What follows belongs to an exercise in optimizing a design on an open flow for small area and a short achievable clock period; a production flow would make more cautious choices.
Only simulation tests tie the RTL to the original design; equivalence was not proved.
Power figures rest on the tool's default switching activity, not on a simulated workload.

Design bumpy_core, start of the top module:
module bumpy_core (
	input wire logic clk,
	input wire logic resetN,
	input wire logic start_of_frame,
	input wire motion_pkg::keys_t keys,
	input wire logic die,
	input wire logic restart,
	input wire geom_pkg::tile_map_t tile_map,
	input wire geom_pkg::tile_coord_t teleport_target,
	output geom_pkg::pixel_t offset_x,
	output geom_pkg::pixel_t offset_y,
	output motion_pkg::move_state_e state
);
==> flow/config.mk <==
export PLATFORM = sky130hd
export DESIGN_NAME = bumpy_core
export DESIGN_NICKNAME = bumpy_core
export VERILOG_FILES = /design/flow/design.v
export SDC_FILE = /design/flow/constraint.sdc
export NUM_CORES = 4
export LEC_CHECK = 0
export CAP_MARGIN = 20
export CORE_MARGIN = 2
export CORE_UTILIZATION = 45
export CTS_BUF_LIST = sky130_fd_sc_hd__clkbuf_8
export SETUP_SLACK_MARGIN = 2.5
export SLEW_MARGIN = 20
==> flow/constraint.sdc <==
create_clock -name core_clock -period 6.0 [get_ports {clk}]
set_input_delay 1.2000 -clock core_clock [delete_from_list [all_inputs] [get_ports {clk}]]
set_output_delay 1.2000 -clock core_clock [all_outputs]
set_load 0.01 [all_outputs]
standard.sh (not shown) runs the stock make flow with config.mk's settings and CLKGATE_MAP_FILE= SYNTH_SCRIPT=/design/flow/synth_recipe.tcl, a recipe that flattens the netlist after the stock synthesis.
==> flow/flow/run.sh <==
#!/bin/bash
export BUFFER_PORTS_ARGS="-buffer_cell sky130_fd_sc_hd__buf_1"
bash standard.sh > standard.log 2>&1
The first run produced a clean layout.
==> next run, changes <==
GPL_ROUTABILITY_DRIVEN = 0   (was default)
SETUP_SLACK_MARGIN = 2.7   (was 2.5)
Outcome:
- The new run completed without violations
- routed wire length goes down by about 2.8%
- first-iteration DRC count goes down by 7.5%
- clock skew hardly moves
- sequential cell count does not change

---

== job 2775 ==
Starting RTL as in the previous note.
export LEC_CHECK = 0
export CAP_MARGIN = 20
export CORE_MARGIN = 2
export CORE_UTILIZATION = 40
export CTS_BUF_LIST = sky130_fd_sc_hd__clkbuf_8
export CTS_CLUSTER_DIAMETER = 120
export CTS_CLUSTER_SIZE = 40
export SETUP_SLACK_MARGIN = 2.7
export SLEW_MARGIN = 20
create_clock -name core_clock -period 6.0 [get_ports {clk}]
Scripts as last shown in full above: flow/flow/run.sh
Having completed the whole flow, job 2775 delivered a layout that passed the timing, DRC and antenna checks.
What job 9462 does differently from job 2775 at the input level:
Settings: a deleted CTS_CLUSTER_SIZE that had been 40; a deleted CTS_CLUSTER_DIAMETER that had been 120.
Worst-margin pin slew: job 9462 vs job 2775 identical. Job 9462 vs. job 2775: highest ir drop seen on vdd flat, die area flat, met2 wire length flat, total number of H-tree levels flat, clock skew after layout flat. Any difference in CTS clock-pin slew for the worst setup and hold paths between job 2775 and job 9462 is small enough to ignore.
Input changes introduced in job 6263 (baseline for comparison: job 9462):
Settings: a change of SETUP_SLACK_MARGIN from 2.7 to 2.85.
==> run notes <==
Job 6263: flow completed, timing, DRC and antenna clean
On job 6263: via count is 342 higher than what job 9462 gave.
Lower area of all placed cells without fillers was reported by job 9462, not job 6263.
Job 6263 against job 9462: timing-limited maximum frequency essentially unchanged; global placer's final weighted congestion increased about 4%.
On iteration-0 DRC count of the detailed router, the lower figure sits with job 6263, not job 9462.
Last element of the critical path = sx_nz$_DFF_PN0_: job 9462; last element of the critical path = lbr$_DFF_PN0_: job 6263
Changes in job 8567 relative to job 6263:
Settings: swapping 40 for 35 in CORE_UTILIZATION; swapping 2.85 for 2.75 in SETUP_SLACK_MARGIN.
[summary]
- Job 8567 was carried through to the last stage, and its layout satisfied the timing, DRC and antenna checks.
- Delta (job 8567 minus job 6263): area taken by multi-input logic gates decreased about 0.7%, routed wire length decreased about 0.9%, initial antenna violation count essentially unchanged.
- Sort job 6263 and job 8567 by core utilization, ascending, and job 8567 comes first.
- Delta (job 8567 minus job 6263): via count went down 1.1%; non-clock buffer contribution to total cell area went down; die extent in x shows an increase of about 7%.
- Against job 6263 as the reference, job 8567 delivers a lower post-cts gate resize count.
- As of job 8567, non-clock buffer count had fallen by a few percent compared to job 6263.
- Relative to job 6263, the count of inserted tapcells measured on job 8567 has increased by more than 10%.

what the ideal ports hide:
Ports are ideal in the flow. The routed layouts listed here were re-timed in OpenROAD.
Step 1 sets driving cells, clkbuf_16 on the clock port and buf_2 on the other inputs (assumed; they add their load-dependent delay and slew).
Step 2 times the ports against the registers' clock, not the clock port: input delays grow and output delays shrink by t, the midpoint of the rising clock arrivals with the driver on.
Slacks: ideal ports / drivers / drivers and shift; pairs: ideal ports / drivers.
run	t (ns)	slack for setup (ns)	latest minus earliest clock arrival (ns)	pins driven straight from the clock port
the first run of note 1	0.515	2.599 / 2.599 / 2.112	0.022 / 0.022	1
the second run of note 1	0.496	2.754 / 2.754 / 2.361	0.023 / 0.024	1
job 2775	0.505	2.832 / 2.832 / 2.431	0.016 / 0.016	1
job 9462	0.505	2.832 / 2.832 / 2.431	0.016 / 0.016	1
job 6263	0.504	2.837 / 2.837 / 2.629	0.019 / 0.019	1
job 8567	0.527	2.708 / 2.708 / 2.583	0.013 / 0.014	1
After both steps every run listed still meets setup and hold. The setup slack of the first run of note 1, which loses most, moves by 0.000 ns with the drivers and by -0.487 ns with both steps.
